Source: an optimization exercise on an open RTL-to-GDS flow (aim: small area). Production flows keep margins and buffers that such runs may drop.
The RTL was checked by simulation tests, not by an equivalence proof against the original design.
Power and IR drop assume default switching activity.

==> inputs of v36 <==
// rvvi_retire_buffer
module rvvi_retire_buffer
#(
    parameter int ILEN  = 32,
    parameter int XLEN  = 32,
    parameter int NHART = 2,
    parameter int NRET  = 2,
    parameter int DEPTH = 8
) (
    input  logic                                      clk,
    input  logic                                      rst_n,
    input  logic [NHART*NRET-1:0]                     ret_valid,
    input  logic [NHART*NRET*rvvi_trace_pkg::rec_w(ILEN, XLEN)-1:0]   ret_rec,
    output logic                                      out_valid,
    input  logic                                      out_ready,
    output logic [rvvi_trace_pkg::hart_w(NHART)-1:0]                  out_hart,
    output logic [rvvi_trace_pkg::rec_w(ILEN, XLEN)-1:0]              out_rec,
    output logic [NHART-1:0]                          ovf,
    output logic [NHART-1:0]                          order_err,
    input  logic                                      clr_err
);
    localparam int REC_W = rvvi_trace_pkg::rec_w(ILEN, XLEN);
    localparam int PW    = $clog2(DEPTH);
    logic [REC_W-1:0] w_head   [2];
    logic [PW-1:0]    w_rd_ptr_n [2];
    logic [1:0]       w_elig_n;
    logic [1:0]       w_pop;
    logic             w_rr_n;
    logic             w_hold_n;
    logic             w_arb_n;
    logic             w_sel_n;
    logic             w_valid_n;
    logic             r_rr;
    logic             r_sel;      
    logic             r_valid;    
    logic [DEPTH-1:0] r_rd_oh  [2];
    for (genvar h = 0; h < 2; h++) begin : g_hart
        rvvi_retire_hart_fifo #(
            .ILEN  (ILEN),
            .XLEN  (XLEN),
            .NRET  (NRET),
            .DEPTH (DEPTH)
        ) u_fifo (
            .clk       (clk),
            .rst_n     (rst_n),
  ...
==> module rvvi_retire_hart_fifo, before the edit <==
module rvvi_retire_hart_fifo
#(
    parameter int ILEN  = 32,
    parameter int XLEN  = 32,
    parameter int NRET  = 2,
    parameter int DEPTH = 8
) (
    input  logic                                                 clk,
    input  logic                                                 rst_n,
    input  logic                                                 clr_err,
    input  logic [NRET-1:0]                                      ret_valid,
    input  logic [NRET*rvvi_trace_pkg::rec_w(ILEN, XLEN)-1:0]    ret_rec,
    input  logic                                                 pop,
    input  logic [DEPTH-1:0]                                     rd_oh,       
    output logic [$clog2(DEPTH)-1:0]                             rd_ptr_n,    
    output logic                                                 elig_n,      
    output logic [rvvi_trace_pkg::rec_w(ILEN, XLEN)-1:0]         head,
    output logic                                                 ovf,
    output logic                                                 order_err
);
    localparam int REC_W     = rvvi_trace_pkg::rec_w(ILEN, XLEN);
    localparam int ORDER_LSB = rvvi_trace_pkg::order_lsb(ILEN, XLEN);
    localparam int PW        = $clog2(DEPTH);
    localparam int CW        = $clog2(DEPTH + 1);
    logic [REC_W-1:0] r_mem [DEPTH];
    logic [PW-1:0]    r_wr_ptr;
    logic [PW-1:0]    r_rd_ptr;
    logic [CW-1:0]    r_count;
    logic             r_synced;
    logic [XLEN-1:0]  r_last;        
    logic             r_ovf;
    logic             r_order_err;
    logic             v0, v1;
    logic [REC_W-1:0] rec0, rec1;
    logic [XLEN-1:0]  o0, o1;
    logic             w_accept;
    logic             w_drop;
    logic             w_syn;
    logic             w_gap;
    logic [PW-1:0]    w_wp1;
    logic [DEPTH-1:0] w_we;
    logic [REC_W-1:0] w_d_even, w_d_odd;
    logic [CW-1:0]    w_count_n;
    assign v0   = ret_valid[0];
    assign v1   = ret_valid[1];
    assign rec0 = ret_rec[0 +: REC_W];
    assign rec1 = ret_rec[REC_W +: REC_W];
    assign o0   = rec0[ORDER_LSB +: XLEN];
    assign o1   = rec1[ORDER_LSB +: XLEN];
    assign w_accept = (v0 || v1) && ((v0 && v1) ? (r_count <= CW'(DEPTH - 2)) : (r_count != CW'(DEPTH)));
    assign w_drop   = (v0 || v1) && !w_accept;
    assign w_syn = r_synced && !clr_err;
    assign w_gap = w_accept && ((v0 && w_syn && (o0 != r_last + XLEN'(1))) ||
                                (v1 && (v0 ? (o1 != o0 + XLEN'(1)) : (w_syn && (o1 != r_last + XLEN'(1))))));
    assign w_wp1 = r_wr_ptr + PW'(v0);
    for (genvar i = 0; i < DEPTH; i++) begin : g_we
        assign w_we[i] = w_accept && ((v0 && r_wr_ptr == PW'(i)) || (v1 && w_wp1 == PW'(i)));
    end
    assign w_d_even = (v0 && !r_wr_ptr[0]) ? rec0 : rec1;
    assign w_d_odd  = (v0 &&  r_wr_ptr[0]) ? rec0 : rec1;
    assign w_count_n = r_count + (w_accept ? CW'(v0) + CW'(v1) : '0) - CW'(pop);
    assign rd_ptr_n  = r_rd_ptr + PW'(pop);
    assign elig_n    = (w_count_n != '0);
    always_ff @(posedge clk or negedge rst_n) begin
        if (!rst_n) begin
            r_wr_ptr    <= '0;
            r_rd_ptr    <= '0;
            r_count     <= '0;
            r_synced    <= 1'b0;
            r_ovf       <= 1'b0;
            r_order_err <= 1'b0;
        end else begin
            if (w_accept) begin
                r_wr_ptr <= r_wr_ptr + PW'(v0) + PW'(v1);
            end
            r_rd_ptr    <= rd_ptr_n;
            r_count     <= w_count_n;
            r_synced    <= w_syn || w_accept;
            r_ovf       <= !clr_err && (r_ovf || w_drop);
            r_order_err <= !clr_err && (r_order_err || w_gap);
        end
    end
    always_ff @(posedge clk) begin
        if (w_accept) begin
            r_last <= v1 ? o1 : o0;
        end
    end
    for (genvar i = 0; i < DEPTH; i++) begin : g_mem
        always_ff @(posedge clk) begin
            if (w_we[i]) begin
                r_mem[i] <= ~((i % 2 == 0) ? w_d_even : w_d_odd);
            end
        end
    end
    always_comb begin
        head = '0;
        for (int i = 0; i < DEPTH; i++) begin
            head = head | ({REC_W{rd_oh[i]}} & ~r_mem[i]);
        end
    end
    assign ovf       = r_ovf;
    assign order_err = r_order_err;
endmodule
Settings: LEC_CHECK=0, CAP_MARGIN=5, CORE_MARGIN=2, CORE_UTILIZATION=70, PLACE_DENSITY=0.8, SLEW_MARGIN=5; clock period 7.0 ns.
standard.sh (not shown) runs the stock make flow with config.mk's settings and CLKGATE_MAP_FILE= SYNTH_SCRIPT=/design/flow/synth_recipe.tcl, a recipe that flattens the netlist after the stock synthesis.
==> flow/flow/run.sh <==
#!/bin/bash
# Standard ORFS layout; port buffers use the smallest buffer, CTS uses small leaf clusters (16 sinks, 40 um) without dummy loads.
set -euo pipefail
bash standard.sh "BUFFER_PORTS_ARGS=-buffer_cell sky130_fd_sc_hd__buf_1" \
  "CTS_ARGS=-sink_clustering_enable -repair_clock_nets -dont_use_dummy_load -buf_list {sky130_fd_sc_hd__clkbuf_4 sky130_fd_sc_hd__clkbuf_8} -sink_clustering_size 16 -sink_clustering_max_diameter 40" \
  finish > standard.log 2>&1
==> inputs of v35, as changes to v36 <==
--- a/flow/design.v
+++ b/flow/design.v
@@ -77,4 +77,5 @@
     logic [DEPTH-1:0] w_we;
     logic [REC_W-1:0] w_d_even, w_d_odd;
+    logic             w_s0_even, w_s1_even, w_s0_odd, w_s1_odd;
     logic [CW-1:0]    w_count_n;
     assign v0   = ret_valid[0];
@@ -93,6 +94,10 @@
         assign w_we[i] = w_accept && ((v0 && r_wr_ptr == PW'(i)) || (v1 && w_wp1 == PW'(i)));
     end
-    assign w_d_even = (v0 && !r_wr_ptr[0]) ? rec0 : rec1;
-    assign w_d_odd  = (v0 &&  r_wr_ptr[0]) ? rec0 : rec1;
+    assign w_s0_even = v0 && !r_wr_ptr[0];
+    assign w_s1_even = v1 && (v0 ? r_wr_ptr[0] : !r_wr_ptr[0]);
+    assign w_s0_odd  = v0 && r_wr_ptr[0];
+    assign w_s1_odd  = v1 && (v0 ? !r_wr_ptr[0] : r_wr_ptr[0]);
+    assign w_d_even  = ({REC_W{w_s0_even}} & rec0) | ({REC_W{w_s1_even}} & rec1);
+    assign w_d_odd   = ({REC_W{w_s0_odd}}  & rec0) | ({REC_W{w_s1_odd}}  & rec1);
     assign w_count_n = r_count + (w_accept ? CW'(v0) + CW'(v1) : '0) - CW'(pop);
     assign rd_ptr_n  = r_rd_ptr + PW'(pop);
==> flow/flow/run.sh (replaced) <==
#!/bin/bash
# Standard ORFS layout; port buffers use the smallest buffer, CTS uses small leaf clusters (16 sinks, 55 um) without dummy loads.
set -euo pipefail
bash standard.sh "BUFFER_PORTS_ARGS=-buffer_cell sky130_fd_sc_hd__buf_1" \
  "CTS_ARGS=-sink_clustering_enable -repair_clock_nets -dont_use_dummy_load -buf_list {sky130_fd_sc_hd__clkbuf_4 sky130_fd_sc_hd__clkbuf_8} -sink_clustering_size 16 -sink_clustering_max_diameter 55" \
  finish > standard.log 2>&1
Settings changed: CAP_MARGIN 5 to 20, CTS_BUF_LIST set to sky130_fd_sc_hd__clkbuf_4 sky130_fd_sc_hd__clkbuf_8, SLEW_MARGIN 5 to 20.
==> comparison table <==
quantity                                                          v35             v36
Run status                                             finished clean  finished clean
Reg-to-reg slack, setup                                       2250 ps         2470 ps
Max VDD drop                                                 0.389 mV        0.661 mV
GP Congestion                                                   0.982           0.998
Fraction of synthesized area in multiplexers                   0.549%           6.64%
Adder-Cell Fraction of Synth Area                              0.380%          0.374%
Combinational Power                                           27.2 mW         26.6 mW
Post-placement cell area                                    0.136 mm²       0.138 mm²
Nonclk buf count                                                 1195            1165
Fraction of standard cell area in multi-input logic             20.0%           21.0%
All-layer global routing usage                                  49.3%           47.3%
Reg clk slew, reported paths                                   100 ps           60 ps
Ant. Diodes                                                       150             179
Met2 capacity usage during global routing                       70.9%           70.6%
Count of placed standard cells including taps                   11200           11300
Total Power                                                   65.0 mW         66.1 mW
Total sequential power                                        29.1 mW         28.8 mW
Number of detailed-route iterations in the first pass               9               6

[port drivers added, routing unchanged]
In the flow no input, the clock included, has a driving cell. The finished layouts below were timed again as built, in two steps.
Step 1: set_driving_cell puts a clkbuf_16 on clk and a buf_2 on each other input, an assumption about the parent block.
Step 2 adds t to the input delays and takes it off the output delays; t is the mean of the earliest and latest rising clock arrival at the registers after step 1. Input paths then give back, and output paths get back, about the clock's delay inside the block.
a / b / c = ideal / step 1 / step 2; a / b = the first two.
| run | t (ns) | setup WS [ns] | worst register clock-pin slew, ns | pins driven straight from the clock port |
|---|---|---|---|---|
| v36 | 1.193 | 1.577 / 1.479 / 1.025 | 0.10 / 0.10 | 1 |
| v35 | 1.120 | 1.489 / 1.395 / 0.951 | 0.11 / 0.11 | 1 |
After both steps every run listed still meets setup and hold. The setup slack of v36, which loses most, moves by -0.098 ns with the drivers and by -0.552 ns with both steps.
